Source: an optimization exercise on an open RTL-to-GDS flow (aim: small area, a short achievable clock period and few clock cycles). Production flows keep margins and buffers that such runs may drop. RTL that was checked went through simulation tests only; none was proved equivalent to the original.

Design calendar_date_stepper, start of the top module:
module calendar_date_stepper
#(
    parameter int unsigned MAX_YEAR = 9999
) (
    input  logic               aclk,
    input  logic               aresetn,
    input  logic               cfg_wr_en,
    input  logic [MASK_W-1:0]  cfg_wr_data,
    input  logic               s_valid,
    output logic               s_ready,
    input  logic [1:0]         s_req_type,
    input  logic               s_step_back,
    input  logic [COUNT_W-1:0] s_step_count,
    input  logic [DAY_W-1:0]   s_load_day,
    input  logic [MONTH_W-1:0] s_load_month,
    input  logic [YEAR_W-1:0]  s_load_year,
    output logic               m_valid,
    input  logic               m_ready,
    output logic [DAY_W-1:0]   m_out_day,
    output logic [MONTH_W-1:0] m_out_month,
    output logic [YEAR_W-1:0]  m_out_year,
    output logic [WD_W-1:0]    m_weekday,
    output logic [DOY_W-1:0]   m_day_of_year,
    output logic               m_is_leap,
    output logic [DAY_W-1:0]   m_month_length,
    output logic               m_date_valid,
    output logic               m_is_weekend,
    output logic               m_range_error
);
For scale: about 100 I/O pins, ~24,000 sq um of cells after synthesis.
export LEC_CHECK = 0
export ABC_AREA = 1
export CAP_MARGIN = 20
export CORE_MARGIN = 2
export CORE_UTILIZATION = 40
export SETUP_SLACK_MARGIN = 0.6
export SLEW_MARGIN = 20
create_clock -name core_clock -period 9.0 [get_ports {aclk}]
run.sh (not shown) runs the stock make flow with config.mk's settings and CLKGATE_MAP_FILE= SYNTH_SCRIPT=/design/flow/synth_recipe.tcl, a recipe that flattens the netlist after the stock synthesis.
Testbench counts at the start, summed over its fixed seeds: cycles 2,192.
Edit:
- CORE_UTILIZATION: 40 -> 62
After rerunning:
- routed wire length came out higher by 3.4%
- final cell count came out lower by 5.8%
- global-route usage came out higher by 15 points
- synthesized area stays the same
- first-iteration DRC count came out higher by 61%
- sequential share of layout area stays flat
- register-to-register slack is worse by 0.33 ns
- setup slack is worse by 0.33 ns
Edit:
- CORE_UTILIZATION: 62 -> 40
- SETUP_SLACK_MARGIN: 0.6 -> 1.0
Final area is higher by 2.0%. Synthesized area is unchanged. Synthesized cell count does not change.

========
delta:
Another version of the RTL of calendar_date_stepper (not shown whole).
For scale: roughly 2,900 cells after synthesis, about 24,000 sq um of cells after synthesis.
Design calendar_date_stepper, start of the top module:
module calendar_date_stepper
#(
    parameter int unsigned MAX_YEAR = 9999
) (
    input  logic               aclk,
    input  logic               aresetn,
    input  logic               cfg_wr_en,
    input  logic [MASK_W-1:0]  cfg_wr_data,
    input  logic               s_valid,
    output logic               s_ready,
    input  logic [1:0]         s_req_type,
    input  logic               s_step_back,
    input  logic [COUNT_W-1:0] s_step_count,
    input  logic [DAY_W-1:0]   s_load_day,
    input  logic [MONTH_W-1:0] s_load_month,
    input  logic [YEAR_W-1:0]  s_load_year,
    output logic               m_valid,
    input  logic               m_ready,
    output logic [DAY_W-1:0]   m_out_day,
    output logic [MONTH_W-1:0] m_out_month,
    output logic [YEAR_W-1:0]  m_out_year,
    output logic [WD_W-1:0]    m_weekday,
    output logic [DOY_W-1:0]   m_day_of_year,
    output logic               m_is_leap,
    output logic [DAY_W-1:0]   m_month_length,
    output logic               m_date_valid,
    output logic               m_is_weekend,
    output logic               m_range_error
);
Settings: LEC_CHECK=0, CAP_MARGIN=20, CORE_MARGIN=2, CORE_UTILIZATION=40, SLEW_MARGIN=20; clock period 9.0 ns.
Layout checks on delta: not met. Flow itself completed; violations: setup timing.
### delta -> fjord
-- flow/config.mk --
<<< delta, line 10
export CORE_UTILIZATION = 40
>>> fjord, line 10
export CORE_UTILIZATION = 55
Findings:
Status fjord: flow complete, layout not clean - setup timing. Total vias in the final route on fjord is behind delta. Worst-skew pair later-pin latency: fjord vs delta, no meaningful difference. Of fjord and delta, delta shows the higher first-pass iteration count of the detailed router, with fjord below it. Summary — global routing met1 resource utilization, fjord relative to delta: higher, by 9.0 points. met4 as the uppermost layer routed was reported by fjord, and met5 by delta. Comparing the two runs side by side, fjord comes out ahead of delta on sum of routed wire length over all layers.
No functional check of the RTL was part of any run of this note.

## what the ideal ports hide
Ports are ideal in the flow. The routed layouts listed here were re-timed in OpenROAD.
Step 1 sets driving cells, clkbuf_16 on the clock port and buf_2 on the other inputs (assumed; they add their load-dependent delay and slew).
Step 2 adds t to the input delays and takes it off the output delays; t is the mean of the earliest and latest rising clock arrival at the registers after step 1. Input paths then give back, and output paths get back, about the clock's delay inside the block.
Slacks: ideal / step 1 / step 2; pairs: ideal / step 1.
run | t, ns | slack for setup (ns) | worst slew at a driven data input, ns | cell pins on the clock port's net
the first run of note 1 | 0.543 | 0.845 / 0.845 / 0.463 | 0.05 | 1
the second run of note 1 | 0.508 | 0.510 / 0.510 / 0.355 | 0.05 | 1
the third run of note 1 | 0.561 | 0.697 / 0.697 / 0.697 | 0.05 | 1
delta | 0.528 | -0.235 / -0.235 / -0.235 | 0.05 | 1
fjord | 0.498 | -0.276 / -0.276 / -0.276 | 0.10 | 1
The setup slack of the first run of note 1, which loses most, moves by 0.000 ns with the drivers and by -0.382 ns with both steps.
